What follows belongs to an exercise in optimizing a design on an open flow for small area; a production flow would make more cautious choices.
Only simulation tests tie the RTL to the original design; equivalence was not proved.

==> inputs of run a <==
Design mips_cpu_bus, start of the top module:
module mips_cpu_bus (
    input  logic        clk,
    input  logic        reset,
    output logic        active,
    output logic [31:0] register_v0,
    output logic [31:0] address,
    output logic        read,
    output logic        write,
    output logic [31:0] writedata,
    output logic [3:0]  byteenable,
    input  logic        waitrequest,
    input  logic [31:0] readdata
);
clock: 10.5 ns
lec_check: 0
cap_margin: 20
core_margin: 2
core_utilization: 40
cts_buf_list: sky130_fd_sc_hd__clkbuf_8 sky130_fd_sc_hd__clkbuf_16
cts_cluster_diameter: 60
cts_cluster_size: 24
slew_margin: 20
run.sh (not shown) runs the stock make flow with config.mk's settings and CLKGATE_MAP_FILE= SYNTH_SCRIPT=/design/flow/synth_recipe.tcl, a recipe that flattens the netlist after the stock synthesis.
==> inputs of run b, as changes to run a <==
--- a/flow/design.v
+++ b/flow/design.v
@@ -82,24 +82,25 @@
     input  logic [1:0]  rf_a,
     input  logic [1:0]  rf_b,
     input  logic [1:0]  rf_v0
 );
     localparam logic [3:0] S_CLR   = 4'd0;    
     localparam logic [3:0] S_FETCH = 4'd1;    
     localparam logic [3:0] S_DEC   = 4'd2;    
     localparam logic [3:0] S_EX1   = 4'd3;    
-    localparam logic [3:0] S_SHR   = 4'd4;    
-    localparam logic [3:0] S_SHW   = 4'd5;    
-    localparam logic [3:0] S_MEM   = 4'd6;    
-    localparam logic [3:0] S_MWT   = 4'd7;    
-    localparam logic [3:0] S_WB    = 4'd8;    
-    localparam logic [3:0] S_HWT   = 4'd9;   
-    localparam logic [3:0] S_HCAP  = 4'd10;   
-    localparam logic [3:0] S_HALT  = 4'd11;
+    localparam logic [3:0] S_EX2   = 4'd4;    
+    localparam logic [3:0] S_SHR   = 4'd5;    
+    localparam logic [3:0] S_SHW   = 4'd6;    
+    localparam logic [3:0] S_MEM   = 4'd7;    
+    localparam logic [3:0] S_MWT   = 4'd8;    
+    localparam logic [3:0] S_WB    = 4'd9;    
+    localparam logic [3:0] S_HWT   = 4'd10;   
+    localparam logic [3:0] S_HCAP  = 4'd11;   
+    localparam logic [3:0] S_HALT  = 4'd12;
     localparam logic [4:0] K_ADD  = 5'b00000;
     localparam logic [4:0] K_SUB  = 5'b00001;
     localparam logic [4:0] K_AND  = 5'b00010;
     localparam logic [4:0] K_OR   = 5'b00011;
     localparam logic [4:0] K_XOR  = 5'b00100;
     localparam logic [4:0] K_SLT  = 5'b00101;
     localparam logic [4:0] K_SLTU = 5'b00110;
     localparam logic [4:0] K_LUI  = 5'b00111;
@@ -182,64 +183,62 @@
     assign is_st   = kind == K_SW;
     assign is_ldst = is_ld || is_st;
     assign is_slt  = is_alu && (fn == 3'd5 || fn == 3'd6);
     assign is_lui  = kind == K_LUI;
     assign do_sub  = is_alu && (fn == 3'd1 || fn == 3'd5 || fn == 3'd6);
     assign zext    = immf && is_alu && (fn == 3'd2 || fn == 3'd3 || fn == 3'd4);
     logic        ph0, ph15;
     logic [1:0]  P, I, A, B;
-    logic        st_ex1, st_fetch, st_mem;
+    logic        st_ex1, st_ex2, st_fetch, st_mem;
     assign ph0 = ph == 4'd0;
     assign ph15 = ph == 4'd15;
     assign P = pcr[1:0];
     assign I = ir[1:0];
     assign A = rf_a;
     assign B = rf_b;
     assign st_ex1 = st == S_EX1;
+    assign st_ex2 = st == S_EX2;
     assign st_fetch = st == S_FETCH;
     assign st_mem = st == S_MEM;
-    logic [1:0] pcs;
     logic       icin;
     logic [1:0] inc;
     logic       icout;
-    assign pcs = ph0 ? 2'b00 : addr[1:0];
     assign icin = (ph == 4'd1) ? 1'b1 : (ph0 ? 1'b0 : icy);
-    assign {icout, inc} = {1'b0, pcs} + {2'b00, icin};
+    assign {icout, inc} = {1'b0, P} + {2'b00, icin};
     logic [1:0] nxt;
     assign nxt = slot ? P : inc;
     logic       ext;
     logic [1:0] im;
     assign ext = zext ? 1'b0 : s_q;
     assign im = ph[3] ? {ext, ext} : I;
     logic [1:0] y;
     assign y = ph0 ? 2'b00 : dly;
     logic [1:0] opa, opb;
     logic       sub_eff, acin, acout, lt_s, lt_u;
     logic [1:0] sum, ares;
-    assign opa = is_br ? pcs : A;
-    assign opb = is_br ? y : (immf ? im : B);
-    assign sub_eff = do_sub;
-    assign acin = ph0 ? sub_eff : (cy || (is_br && ph == 4'd1));
+    assign opa = st_ex2 ? P : A;
+    assign opb = st_ex2 ? y : (immf ? im : B);
+    assign sub_eff = !st_ex2 && do_sub;
+    assign acin = ph0 ? sub_eff : (cy || (st_ex2 && ph == 4'd1));
     mips_alu mips_alu_i (
         .fn        (fn),
         .sub       (sub_eff),
         .a         (opa),
         .b         (opb),
         .cin       (acin),
         .lui_digit (ph[3] ? I : 2'b00),
         .sum       (sum),
         .cout      (acout),
         .res       (ares),
         .lt_s      (lt_s),
         .lt_u      (lt_u)
     );
-    logic neq, taken;
-    assign neq = (flg && !ph0) || (A != B);
-    assign taken = kind[0] ? neq : !neq;
+    logic taken;
+    assign taken = kind[0] ? flg : !flg;
     logic       lt_q;
     logic [1:0] shres;
     logic [1:0] fill;
     assign lt_q = ph < ra_q[4:1];
     assign fill = is_sra ? {ir[31], ir[31]} : 2'b00;
     always_comb begin
         if (is_sll)
             shres = lt_q ? 2'b00 : (ra_q[0] ? {I[0], h_q} : I);
@@ -297,38 +296,43 @@
         pc_we = 1'b0;
         pc_wd = inc;
         addr_sh = 1'b0;
         addr_in = nxt;
         ir_rot = 1'b0;
         ir_top = I;
         case (st)
             S_CLR: begin
+                pc_we = 1'b1;
+                pc_wd = rv_digit;
                 addr_sh = !ph0;
                 addr_in = rv_digit;
             end
             S_EX1: begin
                 addr_sh = !ph0;
                 addr_in = (is_ldst && !flg) ? sum : nxt;
                 if (is_j) begin
                     pc_we = 1'b1;
                     pc_wd = ph0 ? 2'b00 : ((ph <= 4'd13) ? dly : inc);
                 end else if (is_jr) begin
                     pc_we = 1'b1;
                     pc_wd = A;
                 end else if (is_br) begin
-                    pc_we = 1'b1;
-                    pc_wd = sum;
+                    pc_we = 1'b0;
                 end else begin
-                    pc_we = is_ldst;
-                    pc_wd = nxt;
+                    pc_we = !slot;
                 end
                 ir_rot = !(is_lui && !ph[3]);
                 ir_top = (is_st || is_sh) ? B : I;
             end
+            S_EX2: begin
+                pc_we = 1'b1;
+                pc_wd = taken ? sum : inc;
+                ir_rot = 1'b1;
+            end
             S_SHR: begin
                 ir_rot = !is_sll && lt_q;
                 ir_top = fill;
             end
             S_SHW: begin
                 ir_rot = !(is_sll && lt_q);
                 ir_top = fill;
             end
@@ -352,23 +356,26 @@
             S_FETCH: begin
                 if (!addr_nz)
                     st_n = S_HWT;
                 else if (!waitrequest)
                     st_n = ph15 ? S_EX1 : S_DEC;
             end
             S_DEC:   if (ph15) st_n = S_EX1;
             S_EX1:   if (ph15) begin
-                if (is_sh)
+                if (is_br)
+                    st_n = S_EX2;
+                else if (is_sh)
                     st_n = S_SHR;
                 else if (is_ldst && !flg)
                     st_n = S_MEM;
                 else
                     st_n = S_FETCH;
             end
+            S_EX2:   if (ph15) st_n = S_FETCH;
             S_SHR:   if (ph15) st_n = S_SHW;
             S_SHW:   if (ph15) st_n = S_FETCH;
             S_MEM:   if (!waitrequest) st_n = ph15 ? S_WB : S_MWT;
             S_MWT:   if (ph15) st_n = S_WB;
             S_WB:    if (ph15) st_n = S_FETCH;
             S_HWT:   if (ph15) st_n = S_HCAP;
             S_HCAP:  if (ph15) st_n = S_HALT;
             S_HALT:  st_n = S_HALT;
@@ -382,18 +389,20 @@
             active <= 1'b1;
             slot <= 1'b0;
             kind <= K_NOP;
         end else begin
             st <= st_n;
             ph <= ph + 4'd1;
             if (st == S_HCAP && ph15)
                 active <= 1'b0;
-            if (st_ex1 && ph15)
-                slot <= is_j || is_jr || (is_br && taken);
+            if (st_ex1 && ph15 && !is_br)
+                slot <= is_j || is_jr;
+            if (st_ex2 && ph15)
+                slot <= taken;
             if (fetch_acc)
                 kind <= dec[4:0];
         end
     end
     always_ff @(posedge clk) begin
         if (fetch_acc) begin
             immf <= dec[5];
             ra_q <= (readdata[31:26] == 6'h00 && readdata[5:2] == 4'h0)
@@ -412,17 +421,17 @@
         cy <= acout;
         s_q <= ph[3] ? s_q : I[1];
         h_q <= ir_rot ? ir[1] : 1'b0;
         dly <= is_j ? I : im;
         if (st_ex1) begin
             if (is_ldst && ph0)
                 flg <= sum != 2'b00;
             else if (is_br)
-                flg <= neq;
+                flg <= (!ph0 && flg) || (A != B);
             else if (is_slt && ph15)
                 flg <= (fn == 3'd5) ? lt_s : lt_u;
         end
     end
 endmodule
 `timescale 1ns/10ps
 module mips_cpu_bus (
     input  logic        clk,
Settings changed: ABC_AREA set to 1, CTS_BUF_LIST sky130_fd_sc_hd__clkbuf_8 sky130_fd_sc_hd__clkbuf_16 to sky130_fd_sc_hd__clkbuf_4, CTS_CLUSTER_DIAMETER 60 to not set, CTS_CLUSTER_SIZE 24 to not set.
==> inputs of run c, as changes to run a <==
--- a/flow/design.v
+++ b/flow/design.v
@@ -20,19 +20,19 @@
     logic [1:0] bx;
     assign bx = sub ? ~b : b;
     assign {cout, sum} = {1'b0, a} + {1'b0, bx} + {2'b00, cin};
     assign lt_s = (a[1] & ~b[1]) | (~(a[1] ^ b[1]) & sum[1]);
     assign lt_u = ~cout;
     always_comb begin
         case (fn)
             3'd0, 3'd1: res = sum;
-            3'd2:       res = a & b;
-            3'd3:       res = a | b;
-            3'd4:       res = a ^ b;
+            3'd4:       res = a & b;
+            3'd5:       res = a | b;
+            3'd6:       res = a ^ b;
             3'd7:       res = lui_digit;
             default:    res = 2'b00;
         endcase
     end
 endmodule
 `timescale 1ns/10ps
 module mips_reg_file (
     input  logic       clk,
@@ -90,23 +90,23 @@
     localparam logic [3:0] S_SHR   = 4'd4;    
     localparam logic [3:0] S_SHW   = 4'd5;    
     localparam logic [3:0] S_MEM   = 4'd6;    
     localparam logic [3:0] S_MWT   = 4'd7;    
     localparam logic [3:0] S_WB    = 4'd8;    
     localparam logic [3:0] S_HWT   = 4'd9;   
     localparam logic [3:0] S_HCAP  = 4'd10;   
     localparam logic [3:0] S_HALT  = 4'd11;
-    localparam logic [4:0] K_ADD  = 5'b00000;
-    localparam logic [4:0] K_SUB  = 5'b00001;
-    localparam logic [4:0] K_AND  = 5'b00010;
-    localparam logic [4:0] K_OR   = 5'b00011;
-    localparam logic [4:0] K_XOR  = 5'b00100;
-    localparam logic [4:0] K_SLT  = 5'b00101;
-    localparam logic [4:0] K_SLTU = 5'b00110;
+    localparam logic [4:0] K_SUB  = 5'b00000;
+    localparam logic [4:0] K_ADD  = 5'b00001;
+    localparam logic [4:0] K_SLT  = 5'b00010;
+    localparam logic [4:0] K_SLTU = 5'b00011;
+    localparam logic [4:0] K_AND  = 5'b00100;
+    localparam logic [4:0] K_OR   = 5'b00101;
+    localparam logic [4:0] K_XOR  = 5'b00110;
     localparam logic [4:0] K_LUI  = 5'b00111;
     localparam logic [4:0] K_SLL  = 5'b01000;
     localparam logic [4:0] K_SRL  = 5'b01010;
     localparam logic [4:0] K_SRA  = 5'b01011;
     localparam logic [4:0] K_JR   = 5'b10000;
     localparam logic [4:0] K_J    = 5'b10001;
     localparam logic [4:0] K_BEQ  = 5'b10010;
     localparam logic [4:0] K_BNE  = 5'b10011;
@@ -176,20 +176,20 @@
     assign is_sll  = is_sh && !kind[1];
     assign is_sra  = is_sh && kind[0];
     assign is_br   = kind[4:3] == 2'b10 && kind[1];
     assign is_j    = kind == K_J;
     assign is_jr   = kind == K_JR;
     assign is_ld   = kind == K_LW;
     assign is_st   = kind == K_SW;
     assign is_ldst = is_ld || is_st;
-    assign is_slt  = is_alu && (fn == 3'd5 || fn == 3'd6);
+    assign is_slt  = is_alu && fn[2:1] == 2'b01;
     assign is_lui  = kind == K_LUI;
-    assign do_sub  = is_alu && (fn == 3'd1 || fn == 3'd5 || fn == 3'd6);
-    assign zext    = immf && is_alu && (fn == 3'd2 || fn == 3'd3 || fn == 3'd4);
+    assign do_sub  = is_alu && !fn[2] && fn != 3'd1;
+    assign zext    = immf && is_alu && fn[2] && fn != 3'd7;
     logic        ph0, ph15;
     logic [1:0]  P, I, A, B;
     logic        st_ex1, st_fetch, st_mem;
     assign ph0 = ph == 4'd0;
     assign ph15 = ph == 4'd15;
     assign P = pcr[1:0];
     assign I = ir[1:0];
     assign A = rf_a;
@@ -294,17 +294,17 @@
     logic [1:0] rv_digit;
     assign rv_digit = RV[2*ph +: 2];
     always_comb begin
         pc_we = 1'b0;
         pc_wd = inc;
         addr_sh = 1'b0;
         addr_in = nxt;
         ir_rot = 1'b0;
-        ir_top = I;
+        ir_top = B;
         case (st)
             S_CLR: begin
                 addr_sh = !ph0;
                 addr_in = rv_digit;
             end
             S_EX1: begin
                 addr_sh = !ph0;
                 addr_in = (is_ldst && !flg) ? sum : nxt;
@@ -317,17 +317,16 @@
                 end else if (is_br) begin
                     pc_we = 1'b1;
                     pc_wd = sum;
                 end else begin
                     pc_we = is_ldst;
                     pc_wd = nxt;
                 end
                 ir_rot = !(is_lui && !ph[3]);
-                ir_top = (is_st || is_sh) ? B : I;
             end
             S_SHR: begin
                 ir_rot = !is_sll && lt_q;
                 ir_top = fill;
             end
             S_SHW: begin
                 ir_rot = !(is_sll && lt_q);
                 ir_top = fill;
@@ -414,17 +413,17 @@
         h_q <= ir_rot ? ir[1] : 1'b0;
         dly <= is_j ? I : im;
         if (st_ex1) begin
             if (is_ldst && ph0)
                 flg <= sum != 2'b00;
             else if (is_br)
                 flg <= neq;
             else if (is_slt && ph15)
-                flg <= (fn == 3'd5) ? lt_s : lt_u;
+                flg <= fn[0] ? lt_u : lt_s;
         end
     end
 endmodule
 `timescale 1ns/10ps
 module mips_cpu_bus (
     input  logic        clk,
     input  logic        reset,
     output logic        active,
==> flow/flow/run.sh (new file) <==
#!/bin/bash
set -e
cat >> config.mk <<'EOT'
export BUFFER_PORTS_ARGS = -buffer_cell sky130_fd_sc_hd__buf_1
export CTS_ARGS = -sink_clustering_enable -repair_clock_nets -buf_list sky130_fd_sc_hd__clkbuf_8 -sink_clustering_size 20 -sink_clustering_max_diameter 60 -dont_use_dummy_load
EOT
bash standard.sh > standard.log 2>&1
==> flow/standard.sh (new file) <==
#!/bin/bash
# synth_recipe.tcl (not shown) runs the flow's synth.tcl, then flattens the netlist and writes it again
# the make line also repeats each setting of config.mk as NAME=value (left out here)
make -C /OpenROAD-flow-scripts/flow DESIGN_CONFIG=/design/flow/config.mk WORK_HOME=/design/flow/orfs CLKGATE_MAP_FILE= SYNTH_SCRIPT=/design/flow/synth_recipe.tcl "${@:-finish}"
Settings changed: BUFFER_PORTS_ARGS set to -buffer_cell sky130_fd_sc_hd__buf_1, CTS_ARGS set to -sink_clustering_enable -repair_clock_nets -buf_list sky130_fd_sc_hd__clkbuf_8 -sink_clustering_size 20 -sink_clustering_max_diameter 60 -dont_use_dummy_load, CTS_BUF_LIST sky130_fd_sc_hd__clkbuf_8 sky130_fd_sc_hd__clkbuf_16 to sky130_fd_sc_hd__clkbuf_8, CTS_CLUSTER_SIZE 24 to 20.
removed: flow/run.sh
==> out/summary.txt <==
M1 WL = 23.68 mm
worst setup margin = 4.232 ns
status = timing/DRC/antenna clean
placed cell areas = 30620 um^2
Synth Area in Simple Gates = 0.03907
Tot GR Track Use = 0.1306
worst r2r src = mips_control_i.rb_q[0]$_DFFE_PP_
clock network area share = 0.05553
sw frac = 0.2176
most used cell, CP = clkdlybuf4s50_1
starting density of the core = 0.4058
Root Buffer = clkbuf_16
H-tree levels = 2
final worst-path cycle share = 0.5970
Place WS = 4.204 ns
initial antenna violation count = 1
That was run a.
==> out/summary.txt <==
worst setup margin = 4.233 ns
starting density of the core = 0.4047
M1 WL = 26.49 mm
sw frac = 0.2581
final worst-path cycle share = 0.5968
status = timing/DRC/antenna clean
Synth Area in Simple Gates = 0.09835
most used cell, CP = clkdlybuf4s50_1
Place WS = 4.238 ns
clock network area share = 0.09689
Tot GR Track Use = 0.1484
That was run b.
==> out/summary.txt <==
worst setup margin = 4.971 ns
Place WS = 4.980 ns
Tot GR Track Use = 0.1345
H-tree levels = 3
Root Buffer = clkbuf_8
starting density of the core = 0.4040
worst r2r src = mips_control_i.ra_q[1]$_DFFE_PP_
sw frac = 0.2268
status = timing/DRC/antenna clean
Synth Area in Simple Gates = 0.04675
final worst-path cycle share = 0.5266
That was run c.

-- afterwards: timing with drivers on the ports --
No port has a modelled driver above. Below, the same layouts with a new extraction and two added sets of constraints.
Step 1, drivers: a clkbuf_16 drives clk and a buf_2 each remaining input, both assumed.
Step 2 also shifts input and output timing later by t, the mid clock arrival at the registers, as if the neighbouring blocks saw the same clock.
a / b / c = no drivers / after step 1 / after step 2; a / b = the first two.
run | t (ns) | setup WS [ns] | worst setup path at the end | worst data-port slew with drivers (ns)
run a | 0.698 | 4.232 / 4.202 / 4.202 | input to output | 0.06
run b | 1.065 | 4.233 / 4.201 / 4.201 | input to output | 0.06
run c | 0.711 | 4.971 / 4.944 / 4.944 | input to output | 0.09
After both steps setup and hold are still met in every run listed. For run b, which loses most, drivers alone change the setup slack by -0.032 ns; drivers and shift together by -0.032 ns.
